From an optimization exercise on the open Yosys and OpenROAD flow, aimed at small area; shortcuts taken in it are not production practice.
Function was checked by simulation only, so behaviour that the tests miss may differ from the original.
No activity file was given, so power comes from the tool's default toggle rates.

--- design.v ---
package csma_pkg;
  localparam int SUB_SLOTS_DEF = 90;
  localparam int KIND_W = 3;
  localparam int MED_W = 2;
  localparam int ADDR_W = 48;
  localparam int DRAW_W = 32;
  localparam int ACT_W = 4;
  localparam int MST_W = 3;
  localparam int CFG_IDX_W = 3;
  localparam int CFG_DATA_W = 16;
  localparam int TIME_W = 16;
  localparam int CW_W = 10;
  localparam int RETRY_W = 4;
  localparam int CW_FULL_W = 26;
  localparam int CW_TOP = 1021;
  localparam logic [KIND_W-1:0] K_TICK = 3'd0;
  localparam logic [KIND_W-1:0] K_FRAME = 3'd1;
  localparam logic [KIND_W-1:0] K_MEDIUM = 3'd2;
  localparam logic [KIND_W-1:0] K_RX_END = 3'd3;
  localparam logic [KIND_W-1:0] K_TX_DONE = 3'd4;
  localparam logic [MED_W-1:0] MED_IDLE = 2'd0;
  localparam logic [MED_W-1:0] MED_RECV = 2'd2;
  localparam logic [MST_W-1:0] M_IDLE = 3'd0;
  localparam logic [MST_W-1:0] M_DEFER = 3'd1;
  localparam logic [MST_W-1:0] M_DIFS = 3'd2;
  localparam logic [MST_W-1:0] M_BACKOFF = 3'd3;
  localparam logic [MST_W-1:0] M_TRANSMIT = 3'd4;
  localparam logic [MST_W-1:0] M_ACKWAIT = 3'd5;
  localparam logic [MST_W-1:0] M_RECEIVE = 3'd6;
  localparam logic [MST_W-1:0] M_SIFS = 3'd7;
  localparam logic [ACT_W-1:0] A_NONE = 4'd0;
  localparam logic [ACT_W-1:0] A_SEND_DATA = 4'd1;
  localparam logic [ACT_W-1:0] A_SEND_ACK = 4'd2;
  localparam logic [ACT_W-1:0] A_DELIVER = 4'd3;
  localparam logic [ACT_W-1:0] A_DROP_FCS = 4'd4;
  localparam logic [ACT_W-1:0] A_DROP_ADDR = 4'd5;
  localparam logic [ACT_W-1:0] A_TX_OK = 4'd6;
  localparam logic [ACT_W-1:0] A_TX_BCAST = 4'd7;
  localparam logic [ACT_W-1:0] A_GIVE_UP = 4'd8;
  localparam logic [ACT_W-1:0] A_RETRY = 4'd9;
  localparam logic [CFG_IDX_W-1:0] R_USE_ACK = 3'd0;
  localparam logic [CFG_IDX_W-1:0] R_DIFS = 3'd1;
  localparam logic [CFG_IDX_W-1:0] R_SIFS = 3'd2;
  localparam logic [CFG_IDX_W-1:0] R_ACK_TO = 3'd3;
  localparam logic [CFG_IDX_W-1:0] R_CW_MIN = 3'd4;
  localparam logic [CFG_IDX_W-1:0] R_CW_MAX = 3'd5;
  localparam logic [CFG_IDX_W-1:0] R_CW_MC = 3'd6;
  localparam logic [CFG_IDX_W-1:0] R_RETRY = 3'd7;
  typedef struct packed {
    logic capture;   
    logic eval;      
    logic load;      
    logic step;      
    logic commit;    
  } cmd_t;
  typedef struct packed {
    logic gen_needed;
    logic div_last;
    logic out_free;
  } status_t;
endpackage
module csma_ctrl (
  input  logic               clk,
  input  logic               rst,
  input  logic               in_valid,
  output logic               in_ready,
  input  csma_pkg::status_t  status,
  output csma_pkg::cmd_t     cmd
);
  localparam logic [2:0] C_IDLE = 3'd0;
  localparam logic [2:0] C_EVAL = 3'd1;
  localparam logic [2:0] C_LOAD = 3'd2;
  localparam logic [2:0] C_DIV = 3'd3;
  localparam logic [2:0] C_DONE = 3'd4;
  logic [2:0] state, state_next;
  always_comb begin
    state_next = state;
    cmd = '0;
    in_ready = (state == C_IDLE);
    unique case (state)
      C_IDLE: begin
        if (in_valid) begin
          cmd.capture = 1'b1;
          state_next = C_EVAL;
        end
      end
      C_EVAL: begin
        cmd.eval = 1'b1;
        state_next = status.gen_needed ? C_LOAD : C_DONE;
      end
      C_LOAD: begin
        cmd.load = 1'b1;
        state_next = C_DIV;
      end
      C_DIV: begin
        cmd.step = 1'b1;
        if (status.div_last) state_next = C_DONE;
      end
      C_DONE: begin
        if (status.out_free) begin
          cmd.commit = 1'b1;
          state_next = C_IDLE;
        end
      end
      default: state_next = C_IDLE;
    endcase
  end
  always_ff @(posedge clk) begin
    if (rst) state <= C_IDLE;
    else state <= state_next;
  end
endmodule
module csma_dp #(
  parameter int SUB_SLOTS = csma_pkg::SUB_SLOTS_DEF
) (
  input  logic                             clk,
  input  logic                             rst,
  input  csma_pkg::cmd_t                   cmd,
  output csma_pkg::status_t                status,
  input  logic                             cfg_valid,
  input  logic [csma_pkg::CFG_IDX_W-1:0]   cfg_index,
  input  logic [csma_pkg::CFG_DATA_W-1:0]  cfg_data,
  input  logic [csma_pkg::KIND_W-1:0]      kind,
  input  logic [csma_pkg::MED_W-1:0]       medium_req,
  input  logic                             fcs_ok,
  input  logic                             for_us,
  input  logic                             frame_is_ack,
  input  logic                             dest_broadcast,
  input  logic                             dest_multicast,
  input  logic [csma_pkg::ADDR_W-1:0]      source_address,
  input  logic [csma_pkg::DRAW_W-1:0]      random_draw,
  output logic                             out_valid,
  input  logic                             out_ready,
  output logic [csma_pkg::ACT_W-1:0]       action,
  output logic [csma_pkg::MST_W-1:0]       mac_state,
  output logic [csma_pkg::ADDR_W-1:0]      ack_destination,
  output logic                             want_frame
);
  localparam int DW = $clog2(csma_pkg::CW_TOP * SUB_SLOTS + 2);
  localparam int TW = (DW > csma_pkg::TIME_W) ? DW : csma_pkg::TIME_W;
  localparam int EW = (SUB_SLOTS > 1) ? $clog2(SUB_SLOTS) : 1;
  localparam int CNT_W = $clog2(csma_pkg::DRAW_W);
  logic                          use_ack;
  logic [csma_pkg::TIME_W-1:0]   difs_ticks, sifs_ticks, ack_timeout_ticks;
  logic [csma_pkg::CW_W-1:0]     cw_min, cw_max, cw_multicast;
  logic [csma_pkg::RETRY_W-1:0]  retry_limit;
  logic [csma_pkg::KIND_W-1:0]   i_kind;
  logic [csma_pkg::MED_W-1:0]    i_med;
  logic                          i_fcs, i_forus, i_isack, i_bc, i_mc;
  logic [csma_pkg::ADDR_W-1:0]   i_src;
  logic [csma_pkg::DRAW_W-1:0]   quot;
  logic [csma_pkg::MST_W-1:0]    mst;
  logic [DW-1:0]                 bo_left;
  logic                          bo_valid;
  logic [DW-1:0]                 el_slots;
  logic [EW-1:0]                 el_sub;
  logic [TW-1:0]                 timer;
  logic [csma_pkg::RETRY_W-1:0]  retry;
  logic [2:0]                    flags;   
  logic [csma_pkg::ADDR_W-1:0]   ack_addr;
  logic [csma_pkg::CW_W-1:0]     cw_reg;
  logic [DW-1:0]                 divisor, rem;
  logic [CNT_W-1:0]              cnt;
  logic [csma_pkg::MST_W-1:0]    st;
  logic [DW-1:0]                 bl, es;
  logic [EW-1:0]                 et;
  logic                          bv, sf, eb, gen, gmc, free_m, recv_m;
  logic [TW-1:0]                 tl;
  logic [csma_pkg::RETRY_W-1:0]  rc, grc;
  logic [2:0]                    fl;
  logic [csma_pkg::ADDR_W-1:0]   aa;
  logic [csma_pkg::ACT_W-1:0]    act;
  logic [2*DW-1:0]               whole;
  logic [csma_pkg::CW_FULL_W-1:0] cw_full;
  logic [csma_pkg::CW_W-1:0]     cw;
  logic [DW:0]                   trial;
  always_comb begin
    st = mst; bl = bo_left; bv = bo_valid; es = el_slots; et = el_sub;
    tl = timer; rc = retry; fl = flags; aa = ack_addr; act = csma_pkg::A_NONE;
    sf = 1'b0; eb = 1'b0; gen = 1'b0; gmc = 1'b0; grc = retry;
    whole = '0;
    free_m = (i_med == csma_pkg::MED_IDLE);
    recv_m = (i_med == csma_pkg::MED_RECV);
    if (i_kind == csma_pkg::K_FRAME) begin
      if (!fl[0]) begin
        fl = {i_mc, i_bc, 1'b1};
        bv = 1'b0; bl = '0; rc = '0;
        if (st == csma_pkg::M_IDLE) sf = 1'b1;
      end
    end else begin
      case (st)
        csma_pkg::M_DEFER: begin
          if (i_kind == csma_pkg::K_MEDIUM) begin
            if (free_m) sf = 1'b1;
            else if (recv_m) st = csma_pkg::M_RECEIVE;
          end
        end
        csma_pkg::M_DIFS: begin
          if (i_kind == csma_pkg::K_TICK) begin
            if (tl != '0) tl = tl - TW'(1);
            if (tl == '0) eb = 1'b1;
          end else if (i_kind == csma_pkg::K_MEDIUM) begin
            if (recv_m) st = csma_pkg::M_RECEIVE;
            else if (!free_m) st = csma_pkg::M_DEFER;
          end
        end
        csma_pkg::M_BACKOFF: begin
          if (i_kind == csma_pkg::K_TICK) begin
            if (et == EW'(SUB_SLOTS - 1)) begin
              et = '0;
              es = es + DW'(1);
            end else begin
              et = et + EW'(1);
            end
            if (tl != '0) tl = tl - TW'(1);
            if (tl == '0) begin
              bv = 1'b0; bl = '0;
              st = csma_pkg::M_TRANSMIT;
              act = csma_pkg::A_SEND_DATA;
            end
          end else if (i_kind == csma_pkg::K_MEDIUM && !free_m) begin
            whole = {{DW{1'b0}}, es} * (2*DW)'(SUB_SLOTS);
            if (whole > {{DW{1'b0}}, bl}) whole = {{DW{1'b0}}, bl};
            bl = bl - whole[DW-1:0];
            es = '0; et = '0;
            st = recv_m ? csma_pkg::M_RECEIVE : csma_pkg::M_DEFER;
          end
        end
        csma_pkg::M_TRANSMIT: begin
          if (i_kind == csma_pkg::K_TX_DONE) begin
            if (fl[1]) begin
              fl = '0; bv = 1'b0; bl = '0; rc = '0;
              st = csma_pkg::M_IDLE; act = csma_pkg::A_TX_BCAST;
            end else if (!use_ack) begin
              fl = '0; bv = 1'b0; bl = '0; rc = '0;
              st = csma_pkg::M_IDLE; act = csma_pkg::A_TX_OK;
            end else begin
              tl = TW'(ack_timeout_ticks);
              st = csma_pkg::M_ACKWAIT;
            end
          end
        end
        csma_pkg::M_ACKWAIT: begin
          if (i_kind == csma_pkg::K_RX_END) begin
            if (i_fcs && i_forus && i_isack) begin
              fl = '0; bv = 1'b0; bl = '0; rc = '0;
              st = csma_pkg::M_IDLE; act = csma_pkg::A_TX_OK;
            end
          end else if (i_kind == csma_pkg::K_TICK) begin
            if (tl != '0) tl = tl - TW'(1);
            if (tl == '0) begin
              st = csma_pkg::M_IDLE;
              if (rc >= retry_limit) begin
                fl = '0; bv = 1'b0; bl = '0; rc = '0;
                act = csma_pkg::A_GIVE_UP;
              end else begin
                rc = rc + csma_pkg::RETRY_W'(1);
                gen = 1'b1; gmc = fl[1] | fl[2]; grc = rc;
                bl = rem; bv = 1'b1;
                act = csma_pkg::A_RETRY;
              end
            end
          end
        end
        csma_pkg::M_RECEIVE: begin
          if (i_kind == csma_pkg::K_RX_END) begin
            st = csma_pkg::M_IDLE;
            if (!i_fcs) act = csma_pkg::A_DROP_FCS;
            else if (i_isack) act = csma_pkg::A_NONE;
            else if (i_bc) act = csma_pkg::A_DELIVER;
            else if (i_forus) begin
              act = csma_pkg::A_DELIVER;
              if (use_ack) begin
                aa = i_src;
                tl = TW'(sifs_ticks);
                st = csma_pkg::M_SIFS;
              end
            end else act = csma_pkg::A_DROP_ADDR;
          end
        end
        csma_pkg::M_SIFS: begin
          if (i_kind == csma_pkg::K_TICK) begin
            if (tl != '0) tl = tl - TW'(1);
            if (tl == '0) begin
              st = csma_pkg::M_IDLE;
              act = csma_pkg::A_SEND_ACK;
            end
          end
        end
        default: ;
      endcase
    end
    if (!sf && st == csma_pkg::M_IDLE) begin
      if (recv_m) st = csma_pkg::M_RECEIVE;
      else if (fl[0]) sf = 1'b1;
    end
    if (sf) begin
      if (!free_m) st = csma_pkg::M_DEFER;
      else if (use_ack) begin
        tl = TW'(difs_ticks);
        st = csma_pkg::M_DIFS;
      end else eb = 1'b1;
    end
    if (eb) begin
      if (!bv) begin
        gen = 1'b1; gmc = fl[1] | fl[2]; grc = rc;
        bl = rem; bv = 1'b1;
      end
      tl = TW'(bl);
      es = '0; et = '0;
      st = csma_pkg::M_BACKOFF;
    end
  end
  always_comb begin
    cw_full = ((csma_pkg::CW_FULL_W)'(cw_min) + csma_pkg::CW_FULL_W'(1)) << grc;
    cw_full = cw_full - csma_pkg::CW_FULL_W'(1);
    if (gmc) cw = cw_multicast;
    else if (cw_full > csma_pkg::CW_FULL_W'(cw_max)) cw = cw_max;
    else cw = cw_full[csma_pkg::CW_W-1:0];
    if (cw < csma_pkg::CW_W'(2)) cw = csma_pkg::CW_W'(2);
  end
  assign trial = {rem, quot[csma_pkg::DRAW_W-1]};
  assign status.gen_needed = gen;
  assign status.div_last = (cnt == CNT_W'(csma_pkg::DRAW_W - 1));
  assign status.out_free = !out_valid || out_ready;
  always_ff @(posedge clk) begin
    if (rst) begin
      use_ack <= 1'b1;
      difs_ticks <= '0; sifs_ticks <= '0; ack_timeout_ticks <= '0;
      cw_min <= csma_pkg::CW_W'(31); cw_max <= csma_pkg::CW_W'(1023);
      cw_multicast <= csma_pkg::CW_W'(31); retry_limit <= csma_pkg::RETRY_W'(7);
    end else if (cfg_valid) begin
      unique case (cfg_index)
        csma_pkg::R_USE_ACK: use_ack <= cfg_data[0];
        csma_pkg::R_DIFS:    difs_ticks <= cfg_data;
        csma_pkg::R_SIFS:    sifs_ticks <= cfg_data;
        csma_pkg::R_ACK_TO:  ack_timeout_ticks <= cfg_data;
        csma_pkg::R_CW_MIN:  cw_min <= cfg_data[csma_pkg::CW_W-1:0];
        csma_pkg::R_CW_MAX:  cw_max <= cfg_data[csma_pkg::CW_W-1:0];
        csma_pkg::R_CW_MC:   cw_multicast <= cfg_data[csma_pkg::CW_W-1:0];
        csma_pkg::R_RETRY:   retry_limit <= cfg_data[csma_pkg::RETRY_W-1:0];
        default: ;
      endcase
    end
  end
  always_ff @(posedge clk) begin
    if (cmd.capture) begin
      i_kind <= kind; i_med <= medium_req; i_fcs <= fcs_ok; i_forus <= for_us;
      i_isack <= frame_is_ack; i_bc <= dest_broadcast; i_mc <= dest_multicast;
      i_src <= source_address;
      quot <= random_draw;
      rem <= '0;
    end else if (cmd.step) begin
      quot <= {quot[csma_pkg::DRAW_W-2:0], 1'b0};
      if (trial >= {1'b0, divisor}) rem <= DW'(trial - {1'b0, divisor});
      else rem <= trial[DW-1:0];
    end
    if (cmd.eval) cw_reg <= cw;
    if (cmd.load) divisor <= DW'(cw_reg - csma_pkg::CW_W'(2)) * DW'(SUB_SLOTS) + DW'(1);
  end
  always_ff @(posedge clk) begin
    if (rst) cnt <= '0;
    else if (cmd.load) cnt <= '0;
    else if (cmd.step) cnt <= cnt + CNT_W'(1);
  end
  always_ff @(posedge clk) begin
    if (rst) begin
      mst <= csma_pkg::M_IDLE; bo_left <= '0; bo_valid <= 1'b0;
      el_slots <= '0; el_sub <= '0; timer <= '0; retry <= '0;
      flags <= '0; ack_addr <= '0; out_valid <= 1'b0;
    end else begin
      if (out_valid && out_ready) out_valid <= 1'b0;
      if (cmd.commit) begin
        mst <= st; bo_left <= bl; bo_valid <= bv; el_slots <= es; el_sub <= et;
        timer <= tl; retry <= rc; flags <= fl; ack_addr <= aa;
        out_valid <= 1'b1;
      end
    end
  end
  always_ff @(posedge clk) begin
    if (cmd.commit) begin
      action <= act;
      mac_state <= st;
      ack_destination <= (act == csma_pkg::A_SEND_ACK) ? aa : '0;
      want_frame <= (st == csma_pkg::M_IDLE) && !fl[0];
    end
  end
endmodule
module csma_ca_mac_controller #(
  parameter int SUB_SLOTS = csma_pkg::SUB_SLOTS_DEF
) (
  input  logic                             clk,
  input  logic                             rst,
  input  logic                             in_valid,
  output logic                             in_ready,
  input  logic [csma_pkg::KIND_W-1:0]      kind,
  input  logic [csma_pkg::MED_W-1:0]       medium_req,
  input  logic                             fcs_ok,
  input  logic                             for_us,
  input  logic                             frame_is_ack,
  input  logic                             dest_broadcast,
  input  logic                             dest_multicast,
  input  logic [csma_pkg::ADDR_W-1:0]      source_address,
  input  logic [csma_pkg::DRAW_W-1:0]      random_draw,
  output logic                             out_valid,
  input  logic                             out_ready,
  output logic [csma_pkg::ACT_W-1:0]       action,
  output logic [csma_pkg::MST_W-1:0]       mac_state,
  output logic [csma_pkg::ADDR_W-1:0]      ack_destination,
  output logic                             want_frame,
  input  logic                             cfg_valid,
  output logic                             cfg_ready,
  input  logic [csma_pkg::CFG_IDX_W-1:0]   cfg_index,
  input  logic [csma_pkg::CFG_DATA_W-1:0]  cfg_data
);
  csma_pkg::cmd_t    cmd;
  csma_pkg::status_t status;
  assign cfg_ready = 1'b1;
  csma_ctrl u_ctrl (
    .clk      (clk),
    .rst      (rst),
    .in_valid (in_valid),
    .in_ready (in_ready),
    .status   (status),
    .cmd      (cmd)
  );
  csma_dp #(.SUB_SLOTS(SUB_SLOTS)) u_dp (
    .clk             (clk),
    .rst             (rst),
    .cmd             (cmd),
    .status          (status),
    .cfg_valid       (cfg_valid),
    .cfg_index       (cfg_index),
    .cfg_data        (cfg_data),
    .kind            (kind),
    .medium_req      (medium_req),
    .fcs_ok          (fcs_ok),
    .for_us          (for_us),
    .frame_is_ack    (frame_is_ack),
    .dest_broadcast  (dest_broadcast),
    .dest_multicast  (dest_multicast),
    .source_address  (source_address),
    .random_draw     (random_draw),
    .out_valid       (out_valid),
    .out_ready       (out_ready),
    .action          (action),
    .mac_state       (mac_state),
    .ack_destination (ack_destination),
    .want_frame      (want_frame)
  );
endmodule
--- run.sh ---
#!/bin/bash
# synth_recipe.tcl (not shown) runs the flow's synth.tcl, then flattens the netlist and writes it again
# the make line also repeats each setting of config.mk as NAME=value (left out here)
make -C /OpenROAD-flow-scripts/flow DESIGN_CONFIG=/design/flow/config.mk WORK_HOME=/design/flow/orfs CLKGATE_MAP_FILE= SYNTH_SCRIPT=/design/flow/synth_recipe.tcl finish
--- config.mk ---
export PLATFORM = sky130hd
export DESIGN_NAME = csma_ca_mac_controller
export DESIGN_NICKNAME = csma_ca_mac_controller
export VERILOG_FILES = /design/flow/design.v
export SDC_FILE = /design/flow/constraint.sdc
export NUM_CORES = 4
export LEC_CHECK = 0
export CAP_MARGIN = 20
export CORE_MARGIN = 2
export CORE_UTILIZATION = 40
export SLEW_MARGIN = 20
--- constraint.sdc ---
create_clock -name core_clock -period 11.0 [get_ports {clk}]
set_input_delay 2.2000 -clock core_clock [delete_from_list [all_inputs] [get_ports {clk}]]
set_output_delay 2.2000 -clock core_clock [all_outputs]
set_load 0.01 [all_outputs]
==> run_summary.xml <==
<?xml version="1.0" encoding="UTF-8"?>
<metrics>
  <group name="worst_setup_path">
    <metric name="setup.worst_path.end_class" unit="">register</metric>
    <metric name="setup.worst_path.class" unit="">register to register</metric>
    <metric name="worst-path-max-fanout" unit="">6</metric>
    <metric name="crit_path_max_incr_delay" unit="ns">0.44</metric>
    <metric name="critical_path_arrival" unit="ns">10.33</metric>
    <metric name="start_kind" unit="">register</metric>
    <metric name="cp_data_required_time" unit="ns">11.42</metric>
    <metric name="critPathSlowestCell" unit="">dfxtp_1</metric>
    <metric name="most_common_cell_type_on_the_critical_path" unit="">o21ai_0</metric>
  </group>
  <group name="sta">
    <metric name="tightest_slew" unit="ns">1.19</metric>
    <metric name="finClkSkew" unit="ns">0.0384</metric>
    <metric name="max_slew_margin" unit="%">18.8</metric>
    <metric name="setup_ws" unit="ns">1.08</metric>
    <metric name="slew_viol_final" unit="">0</metric>
    <metric name="fin_crit_sh" unit="%">90.1</metric>
    <metric name="finalCriticalPeriod" unit="ns">9.92</metric>
    <metric name="rsz0062_at_grt" unit="">no</metric>
    <metric name="final-hold-violation-count" unit="">0</metric>
    <metric name="final-setup-viol-count" unit="">0</metric>
    <metric name="timing.setup.tns" unit="ns">0</metric>
    <metric name="fmax" unit="MHz">101</metric>
  </group>
  <group name="synth">
    <metric name="yosysUniqueCellTypes" unit="">105</metric>
    <metric name="ys_dominant_reg_cell" unit="">dfxtp_1</metric>
    <metric name="synth-seq-area-share" unit="%">37.4</metric>
    <metric name="async_reset_ff_share" unit="%">0</metric>
    <metric name="syn_inst" unit="">3045</metric>
    <metric name="synth.avg_cell_area" unit="um2">8.50</metric>
    <metric name="synth_enable_flop_cells" unit="">172</metric>
    <metric name="yosysWarningCount" unit="">2</metric>
    <metric name="synth.cell_area" unit="um2">25900</metric>
    <metric name="syn-num-nets" unit="">3352</metric>
    <metric name="ys_seq_elements" unit="">398</metric>
  </group>
  <group name="route">
    <metric name="met2_length" unit="um">38600</metric>
    <metric name="met3WireLength" unit="um">5150</metric>
    <metric name="detailroute.via_count" unit="">23100</metric>
    <metric name="drc_markers" unit="">0</metric>
    <metric name="drt_initial_violations" unit="">1993</metric>
    <metric name="antenna_violating_nets_post_route" unit="">0</metric>
    <metric name="dr.max_layer_used" unit="">met5</metric>
    <metric name="dr_wl_cell" unit="um">20.5</metric>
    <metric name="route.final.wire_length" unit="um">83200</metric>
    <metric name="vias_per_cell" unit="">5.71</metric>
    <metric name="m1WireLength" unit="um">36900</metric>
    <metric name="drt_pass1_iterations" unit="">8</metric>
  </group>
  <group name="floorplan">
    <metric name="initial_core_utilization" unit="%">40.3</metric>
    <metric name="placement_rows" unit="">93</metric>
    <metric name="vertical_die_dimension" unit="um">258</metric>
    <metric name="die-area" unit="um2">66700</metric>
    <metric name="core_area" unit="um2">64200</metric>
    <metric name="floorplan.die.width" unit="um">258</metric>
    <metric name="boundaryPins" unit="">173</metric>
  </group>
  <group name="global_route">
    <metric name="grt_antenna_before_repair" unit="">1</metric>
    <metric name="overflow" unit="">0</metric>
    <metric name="globalRouteTotalUtil" unit="%">24.4</metric>
    <metric name="grt_pass1_wl" unit="um">129000</metric>
    <metric name="pin_count_of_the_biggest_net_entering_global_routing" unit="">91</metric>
    <metric name="first_global_vias" unit="">22400</metric>
  </group>
  <group name="final_layout">
    <metric name="fillers" unit="">6263</metric>
    <metric name="n_antenna_cell" unit="">0</metric>
    <metric name="syn2layout_area_growth" unit="%">16.0</metric>
    <metric name="post_route_cells_drive_above_1_share" unit="%">6.95</metric>
    <metric name="fin_nets" unit="">3462</metric>
    <metric name="final_design_area_no_fill" unit="um2">30000</metric>
    <metric name="total_area_of_multi_input_combinational_cells" unit="um2">14800</metric>
    <metric name="layout_top_registers" unit="">u_dp.ack_addr x48, u_dp.ack_destination x48, u_dp.i_src x48</metric>
    <metric name="area.sequential" unit="um2">9690</metric>
    <metric name="post-route-util" unit="%">46.7</metric>
    <metric name="stdcell_count" unit="">4049</metric>
  </group>
  <group name="cts">
    <metric name="post_cts_repair_setup_buffers" unit="">0</metric>
    <metric name="maximum_number_of_buffers_from_clock_root_to_sink" unit="">3</metric>
    <metric name="cts_hold_buf" unit="">0</metric>
    <metric name="cts_resized" unit="">0</metric>
    <metric name="cts-buffers-inserted" unit="">47</metric>
    <metric name="clkSlewWorstSetupHoldPaths" unit="ns">0.06</metric>
    <metric name="tritoncts_num_sinks" unit="">398</metric>
    <metric name="cts_tree" unit="">done</metric>
    <metric name="cts_root_buffer" unit="">clkbuf_16</metric>
    <metric name="worst_skew_pair.late_latency" unit="ns">0.61</metric>
    <metric name="cts.htree.levels" unit="">2</metric>
  </group>
  <group name="power">
    <metric name="powerDensity" unit="nW/um2">140</metric>
    <metric name="clock_power_share" unit="%">37.9</metric>
    <metric name="power.switching" unit="mW">1.26</metric>
    <metric name="leakage" unit="nW">11.3</metric>
    <metric name="comb_power_share" unit="%">22.3</metric>
    <metric name="netSwitchingFraction" unit="%">29.9</metric>
    <metric name="pwr-share-seq" unit="%">39.9</metric>
    <metric name="p_int" unit="mW">2.94</metric>
    <metric name="vdd_ir_drop_max" unit="uV">125</metric>
  </group>
  <group name="placed_design">
    <metric name="post-dp-hpwl" unit="um">61800</metric>
    <metric name="port-buffer-count" unit="">171</metric>
    <metric name="post_dp_cell_area" unit="um2">28400</metric>
    <metric name="place_congestion" unit="">0.981</metric>
    <metric name="dpl.cell_count" unit="">3961</metric>
    <metric name="dp_slack" unit="ns">1.27</metric>
  </group>
  <group name="flow_run">
    <metric name="number_of_violations_of_the_max_capacitance_limit" unit="">0</metric>
  </group>
  <group name="min_path">
    <metric name="holdCritPathClass" unit="">register to register</metric>
  </group>
  <group name="outcome">
    <metric name="status" unit="">finished clean</metric>
  </group>
</metrics>
layout make-up:
type,instances,area share (%)
multi-input cells,2276,49.3
flip-flops and latches,398,32.3
inverters,219,2.75
clock inverters,24,0.871
repair buffers,213,6.80
clock buffers,64,4.41
well taps,855,3.56
cell families after synthesis:
logic type	Yosys count	share of synthesized area (%)
simple gates	1078	19.3
compound gates	817	20.0
flops	398	37.4
buf+inv	371	5.60
fa+ha+maj	193	10.8
xor+xnor	95	3.22
mux	91	3.72
other cells	2	0.0290
worst max-delay path, delay by kind of cell (launching register included):
kind                     cells  cell delay, ns
AND/OR/NAND/NOR              4            0.40
flip-flops                   1            0.44
AO/OA/AOI/OAI               34            6.73
adder cells (fa/ha/maj)      6            2.00
buffers and inverters        3            0.19
cells in the mapped netlist, types with 19 or more instances:
| cell type | n | share of area (%) |
|---|---|---|
| nand2_1 | 495 | 7.2 |
| a21oi_1 | 311 | 6.0 |
| nor2_1 | 237 | 3.4 |
| dfxtp_1 | 226 | 17 |
| inv_1 | 219 | 3.2 |
| edfxtp_1 | 172 | 20 |
| o21ai_0 | 155 | 3.0 |
| ha_1 | 144 | 7.0 |
| clkbuf_1 | 121 | 1.8 |
| nor3_1 | 65 | 1.3 |
| nand3_1 | 64 | 1.2 |
| xnor2_1 | 54 | 1.8 |
| a211oi_1 | 52 | 1.5 |
| mux2i_1 | 52 | 2.0 |
| fa_1 | 49 | 3.8 |
| xor2_1 | 41 | 1.4 |
| mux2_2 | 38 | 1.7 |
| o211ai_1 | 31 | 0.90 |
| nor2b_1 | 27 | 0.65 |
| a21o_1 | 26 | 0.75 |
| a22oi_1 | 24 | 0.70 |
| a211o_1 | 21 | 0.71 |
| nor4_1 | 21 | 0.51 |
| and3_1 | 20 | 0.48 |
| nand2b_1 | 20 | 0.48 |
| nand4_1 | 20 | 0.48 |
| a21boi_0 | 19 | 0.55 |
cells in the final DEF, fill, tap and decap left out, types with 19 or more instances in the layout:
cell / count
nor4_1: 21
a211o_1: 21
nor2_1: 233
a211oi_1: 51
a22oi_1: 24
a21boi_0: 19
mux2i_1: 52
edfxtp_1: 172
clkbuf_16: 49
dfxtp_1: 226
buf_4: 41
nand2_1: 495
nor3_1: 64
nand4_1: 20
a21oi_1: 310
fa_1: 49
inv_1: 218
xor2_1: 41
a21o_1: 26
mux2_2: 38
o21ai_0: 155
nor2b_1: 27
nand2b_1: 20
ha_1: 144
o211ai_1: 31
xnor2_1: 54
nand3_1: 63
and3_1: 20
clkdlybuf4s50_1: 170
path summary, 6_finish.rpt:
kind / start / end / slack [ns] / depth (start not counted)
min: u_dp.ack_addr[46] / u_dp.ack_addr[46] / 0.45 / 2
min reg2reg: u_dp.ack_addr[46] / u_dp.ack_addr[46] / 0.45 / 2
max reg2reg: u_dp.el_slots[2] / u_dp.timer[14] / 1.08 / 47
max: u_dp.el_slots[2] / u_dp.timer[14] / 1.08 / 47
routing by layer:
layer | vias up | track usage [%]
met5 | - | 0
met1 | 11200 | 33.3
met2 | 783 | 39.9
li1 | 11000 | -
met4 | 2 | 7.82
met3 | 147 | 3.54
through the flow:
stage / hold slack [ns] / total power, mW
after floorplan: 0.433 / 2.36
after global placement: 0.441 / 2.61
after detailed placement: 0.447 / 2.63
after CTS: 0.455 / 4.22
after global routing: 0.469 / 4.39
final: 0.454 / 4.19
power groups by stage:
stage / clock network, mW / logic [mW] / registers, mW
3_5_place_dp: 0 / 0.923 / 1.70
6_report: 1.59 / 0.933 / 1.67
4_1_cts: 1.62 / 0.930 / 1.67
3_3_place_gp: 0 / 0.908 / 1.70
5_1_grt: 1.68 / 1.03 / 1.68
2_1_floorplan: 0 / 0.679 / 1.68

==> re-timing with driven ports <==
No port has a modelled driver above. Below, the same layout with a new extraction and two added sets of constraints.
Step 1 sets driving cells, clkbuf_16 on the clock port and buf_2 on the other inputs (assumed; they add their load-dependent delay and slew).
Step 2 moves the port delays by t, midway between the first and last clock arrival at a register: inputs arrive t later, outputs are due t later. That takes back most of the time a late clock gives input paths.
a / b / c = no drivers / after step 1 / after step 2; a / b = the first two.
shift t [ns]: 0.651
setup WS [ns]: 1.084 / 1.084 / 1.084
hold WS [ns]: 0.454 / 0.454 / 0.454
worst slew at a driven data input, ns: 0.08
pins driven straight from the clock port: 1
After both steps this run still meets setup and hold. For this run, drivers alone change the setup slack by 0.000 ns; drivers and shift together by 0.000 ns.
